This is an optimization exercise on Yosys and OpenROAD, whose aim is small area and a short achievable clock period, not a production implementation. In this exercise RTL edits were held to simulation tests only and were not proved equivalent to the original. Power figures rest on the tool's default switching activity, not on a simulated workload.

## flow/design.v (module list and top-level ports; edited modules follow where they fit)
// module fb_window_gen: 76 lines
// module fb_combiner_n: 3515 lines
// module fb_fa: 10 lines
// module fb_ao21: 8 lines
// module fb_and2: 7 lines
// module fb_ha: 9 lines
module fb_combiner_n
#(
    parameter int N_CH      = 4,
    parameter int DATA_W    = 15,
    parameter int COEF_W    = 18,
    parameter int FRAC_BITS = 14,
    parameter int OUT_W     = 13,
    parameter int CNT_W     = 8
) (
    input  logic                     clk,
    input  logic                     rst_n,
    input  logic                     trig,
    input  logic [N_CH*DATA_W-1:0]   data_in,
    input  logic [N_CH*COEF_W-1:0]   coef,
    input  logic [N_CH-1:0]          ch_en,
    input  logic [1:0]               mode,
    input  logic [OUT_W-1:0]         const_dac,
    input  logic [2:0]               no_bunches,
    input  logic [3:0]               no_samples,
    input  logic [CNT_W-1:0]         sample_spacing,
    input  logic [CNT_W-1:0]         start_delay,
    input  logic                     sat_clr,
    output logic [OUT_W-1:0]         fb_sgnl,
    output logic                     dac_cond,
    output logic                     busy,
    output logic                     sat_flag
);
  // ...
==> flow/flow/run.sh <==
#!/bin/bash
set -euo pipefail
bash standard.sh SETUP_SLACK_MARGIN=6.2 "BUFFER_PORTS_ARGS=-buffer_cell sky130_fd_sc_hd__buf_1" finish > flow_make.log 2>&1
==> flow/standard.sh <==
#!/bin/bash
# synth_recipe.tcl (not shown) runs the flow's synth.tcl, then flattens the netlist and writes it again
# the make line also repeats each setting of config.mk as NAME=value (left out here)
make -C /OpenROAD-flow-scripts/flow DESIGN_CONFIG=/design/flow/config.mk WORK_HOME=/design/flow/orfs CLKGATE_MAP_FILE= SYNTH_SCRIPT=/design/flow/synth_recipe.tcl "${@:-finish}"
==> flow/config.mk <==
export PLATFORM = sky130hd
export DESIGN_NAME = fb_combiner_n
export DESIGN_NICKNAME = fb_combiner_n
export VERILOG_FILES = /design/flow/design.v
export SDC_FILE = /design/flow/constraint.sdc
export NUM_CORES = 4
export LEC_CHECK = 0
export ABC_CLOCK_PERIOD_IN_PS = 2000
export CAP_MARGIN = 20
export CORE_MARGIN = 2
export CORE_UTILIZATION = 60
export CTS_CLUSTER_DIAMETER = 80
export CTS_CLUSTER_SIZE = 24
export SLEW_MARGIN = 20
export SYNTH_HIERARCHICAL = 1
export SYNTH_MINIMUM_KEEP_SIZE = 0
==> flow/constraint.sdc <==
create_clock -name core_clock -period 9.0 [get_ports {clk}]
set_input_delay 1.8000 -clock core_clock [delete_from_list [all_inputs] [get_ports {clk}]]
set_output_delay 1.8000 -clock core_clock [all_outputs]
set_load 0.01 [all_outputs]
==> reports/metrics.yaml, run 1 <==
final_layout:
  postLayoutCoreUtil_pct: 64.4
  nNetsFinal: 3978
  buffers_excl_clock: 214
  design_area_mm2: 0.0387
  layout_common_cells: "539 x xnor2_1, 503 x a22oi_1, 473 x fa_1"
  top_regs: "r2 x232, r3 x42, sum_q x21"
die:
  nWellTaps: 782
  fp-row-count: 90
  fp.dieH_um: 250
  die_w_um: 250
  die_area_mm2: 0.0625
routing:
  dr.pass1.iters: 6
  first_iter_violations: 2941
  wl_um: 105000
  wire_per_inst_um: 26.6
  wl_met2_um: 48400
setup_path:
  cpLargestDelayFamily: "flip-flops"
  reg2reg_to: "r3[17]$_DFF_P_"
  max_stage_delay_ns: 0.39
  reg2regPathDepth: 5
  endpoint_kind: "output port"
  cp-startpoint: "sat_flag$_DFF_PN0_"
clock_tree:
  cts_tree: "done"
  root_buffer: "clkbuf_16"
  cts_setup_buffers: 1
yosys:
  syn_inst: 3161
  synth.distinct_cells: 59
grt:
  antenna_found_initial: 2
  top_usage_layer: "met2"
  grt_use_met1_pct: 46.3
sta:
  min_period_over_period_pct: 32.7
  finalCriticalPeriod_ns: 2.95
  slew_headroom_pct: 44.4
power:
  power_density_mw_per_mm2: 318
  p_seq_share_pct: 31.0
  power_frac_comb_pct: 56.4
  p_sw_mw: 5.13
outcome:
  status: "finished clean"
==> run 2, diff against run 1 <==
==> flow/flow/run.sh (replaced) <==
#!/bin/bash
set -euo pipefail
bash standard.sh SETUP_SLACK_MARGIN=6.3 "BUFFER_PORTS_ARGS=-buffer_cell sky130_fd_sc_hd__buf_1" finish > flow_make.log 2>&1
==> reports/metrics.yaml, run 2 <==
power:
  p_sw_mw: 5.36  # was 5.13 mW
  clkPwrFrac_pct: 12.9  # was 12.7%
  max-vdd-ir-drop_mv: 0.301  # was 0.295 mV
  power_frac_comb_pct: 57.5  # was 56.4%
  power_density_mw_per_mm2: 315  # was 318 mW/mm2
  p_int_mw: 7.49  # was 7.19 mW
  swShare_pct: 41.7  # was 41.6%
  p_seq_share_pct: 29.6  # was 31.0%
  leakagePower_nw: 16.1  # was 15.1 nW
die:
  io_pins: 194  # unchanged
  fp.dieH_um: 250  # unchanged
  die_area_mm2: 0.0625  # unchanged
  initial_core_util_pct: 60.4  # unchanged
  die_w_um: 250  # unchanged
  fp-row-count: 90  # unchanged
  core_area_mm2: 0.0601  # unchanged
final_layout:
  largest_reg_flops: 232  # unchanged
  postLayoutCoreUtil_pct: 67.8  # was 64.4%
  layout_common_cells: "524 x xnor2_1, 466 x a22oi_1, 431 x fa_1"  # was 539 x xnor2_1, 503 x a22oi_1, 473 x fa_1
  drive_gt1_share_pct: 17.2  # was 9.45%
  largest_register: "r2"  # unchanged
  nNetsFinal: 4130  # was 3978
  antenna_cells: 0  # unchanged
  final_cells: 4098  # was 3945
  syn2layout_area_growth_pct: 12.3  # was 6.59%
  mostFrequentLayoutCell: "xnor2_1"  # unchanged
  top_regs: "r2 x232, r3 x42, sum_q x21"  # unchanged
yosys:
  synth_edf_count: 23  # unchanged
  syn_area_mm2: 0.0363  # unchanged
  yosys_warnings: 8  # unchanged
  synth_largest_area_cell: "fa_1"  # unchanged
  synth.distinct_cells: 59  # unchanged
  synthArstFlopShare_pct: 5.26  # unchanged
  ys_seq_area_share_pct: 29.3  # unchanged
  synth_area_per_cell_um2: 11.5  # unchanged
  ys_seq_elements: 513  # unchanged
  netlist_top_cells_count: "547 x xnor2_1, 505 x a22oi_1, 497 x fa_1, 463 x dfxtp_1, 159 x ha_1"  # unchanged
  synthTopCellsByArea: "fa_1 27%, dfxtp_1 26%, xnor2_1 13%"  # unchanged
  synth-main-ff-cell: "dfxtp_1"  # unchanged
  syn_inst: 3161  # unchanged
  synth_top_area_share_pct: 27.4  # unchanged
  yosysMostFrequentCell: "xnor2_1"  # unchanged
clock_tree:
  numCtsBuffers: 34  # was 31
  root_buffer: "clkbuf_16"  # unchanged
  h-tree-depth: 2  # was 1
  clk_transition_reported_paths_ns: 0.09  # about the same
  clk_latency_ns: 0.60  # was 0.64 ns
  cts_tree: "done"  # unchanged
  clock_sinks: 513  # unchanged
  cts_buffer_depth: 3  # unchanged
sta:
  finalCriticalPeriod_ns: 2.90  # was 2.95 ns
  finalSetupTns_ns: 0  # unchanged
  setup-violations-final: 0  # unchanged
  fin_hold_ws_ns: 0.348  # was 0.334 ns
  worst_pin_slew_ns: 0.870  # was 0.833 ns
  min_period_over_period_pct: 32.2  # was 32.7%
  slew_headroom_pct: 42.0  # was 44.4%
  skew_ns: 0.0432  # was 0.0223 ns
  drv_slew: 0  # unchanged
  finalHoldViolations: 0  # unchanged
  rsz0062_at_grt: "yes"  # unchanged
  fmax_ghz: 0.345  # was 0.339 GHz
grt:
  grt_use_total_pct: 33.7  # was 34.0%
  antenna_found_initial: 2  # unchanged
  grt_pass1_wl_um: 158000  # was 160000 um
  grt_pass1_vias: 25400  # was 25500
  grt_max_degree: 27  # was 28
  overflow: 0  # unchanged
setup_path:
  cpLargestDelayFamily: "flip-flops"  # unchanged
  crit_type: "reg -> out"  # unchanged
  start_kind: "flip-flop"  # unchanged
  required_ns: 7.20  # about the same
  endpoint_kind: "output port"  # unchanged
  worst-path-max-fanout: 2  # unchanged
  max_stage_delay_ns: 0.39  # about the same
  path_cells: "clkbuf_2"  # unchanged
  timing.critical_path.buf_inv: 1  # unchanged
  cp_data_arrival_time_ns: 1.10  # was 1.15 ns
  slowest_stage: "dfrtp_1"  # unchanged
routing:
  vias: 25600  # was 24900
  antenna_left: 0  # unchanged
  wire_per_inst_um: 26.5  # was 26.6 um
  first_iter_violations: 3047  # was 2941
  wl_um: 108000  # was 105000 um
  drc: 0  # unchanged
  viasPerCell: 6.26  # was 6.31
  dr.pass1.iters: 9  # was 6
worst_hold_path:
  min_path_type: "reg -> reg"  # unchanged
placement:
  dpl.cell_count: 3882  # was 3885
  gp_congestion: 1.03  # was 1.00
  portBuffers: 193  # unchanged
  hpwlAfterDp_um: 78800  # was 79900 um
job:
  maxCapViolCount: 0  # unchanged
outcome:
  status: "finished clean"  # unchanged
==> run 2: cell types whose count changed in the layout (fill, tap and decap cells not counted), moves of 34 or more <==
cell,delta
buf_4,+120
fa_1,-42
fa_2,+42
a22oi_1,-37
a22oi_2,+37
dfxtp_4,+34
==> run 2: kinds of logic (layout without fill, tap and decap cells) <==
| logic type | Yosys count | count (layout) | synth area share (%) |
|---|---|---|---|
| adders and majority gates | 656 | 656 | 32.9 |
| DFF | 513 | 513 | 29.3 |
| buffers and inverters | 292 | 434 | 3.59 |
| other | 1 | 14 | 0.0103 |
| AOI/OAI and AO/OA | 702 | 702 | 14.2 |
| muxes | 1 | 1 | 0.0310 |
| and+or+nand+nor | 390 | 390 | 5.37 |
| xor gates and xnor gates | 606 | 606 | 14.6 |
==> run 2: routing by layer <==
metal / up-vias / track usage [%] / wire length [um]
li1: 11000 / - / -
met1: 12800 / 46.2 / 42300
met2: 1530 / 53.7 / 49900
met3: 316 / 7.64 / 11600
met4: 0 / 9.94 / 4660
met5: - / 0 / 0
==> run 2: cell type report <==
class | instances | area, um2
multi-input cells | 2369 | 25100
well taps | 782 | 978
inverters | 15 | 58.8
clock inverters | 18 | 255
flip-flops and latches | 513 | 11200
fillers | 4475 | 19400
clock buffers | 38 | 876
repair buffers | 363 | 2270
==> run 2: what timing repair did <==
item | 4_1_cts | 5_1_grt
setup endpoints to repair | 204 | 97
resized for setup | 305 | 200
buffers inserted | 23 | 137
pin swaps | 8 | 62
gates cloned | 0 | 0
hold buffers | 0 | 0
==> run 2: through the flow <==
step                cell area, um2  power (mW)  setup WS [ns]
floorplan                    36400        8.18           5.77
global placement             36900        10.4           5.57
detailed placement           36900        10.7           5.54
CTS                          38900        12.5           6.06
global route                 40800        14.0           6.05
finish                       40800        12.8           6.10
==> run 2: final timing paths <==
kind,start,to,slack (ns),depth (start not counted)
worst max-delay path,sat_flag$_DFF_PN0_,sat_flag,6.10,1
worst min-delay path,r2[231]$_DFF_P_,r3[40]$_DFF_P_,0.35,0
worst max register to register,r2[117]$_DFF_P_,r3[8]$_DFF_P_,6.24,5
worst min register to register,r2[231]$_DFF_P_,r3[40]$_DFF_P_,0.35,0
max in group asynchronous,rst_n,gsr[1]$_DFF_PN0_,7.36,2
min in group asynchronous,rst_n,u_win.state[1]$_DFF_PN0_,1.06,1
==> run 2: power by group through the flow <==
stage	clock network, mW	registers (mW)	logic [mW]
floorplan	0	3.53	4.64
global placement	0	3.84	6.56
detailed placement	0	3.87	6.78
CTS	1.69	3.81	6.97
global route	1.77	3.87	8.37
finish	1.66	3.80	7.38
==> run 2: modules after synthesis, one instance, submodules excluded, a selection <==
| module | times used | cell area, um2 |
|---|---|---|
| fb_and2 | 65 | 6.26 |
| fb_ao21 | 72 | 7.51 |
| fb_combiner_n | 1 | 22300 |
| fb_fa | 496 | 20.0 |
| fb_ha | 119 | 12.5 |

port drivers added, routing unchanged:
No port has a modelled driver above. Below, the same layouts with a new extraction and two added sets of constraints. Step 1 assumes that a clkbuf_16 drives the clock port and a buf_2 every other input. Step 2, shift: input delay + t, output delay - t, t = (earliest + latest rising clock arrival at the registers) / 2. This alone moves slack from input paths to output paths. Three values: ideal, step 1, step 2; two values: the first two.
run	t, ns	setup WS [ns]	worst setup path after step 2	worst slew at a driven data input, ns
run 1	0.695	6.054 / 5.984 / 5.565	input to register	0.07
run 2	0.647	6.099 / 6.033 / 5.644	input to register	0.06
After both steps every run listed still meets setup and hold. For run 1, which loses most, drivers alone change the setup slack by -0.070 ns; drivers and shift together by -0.489 ns.
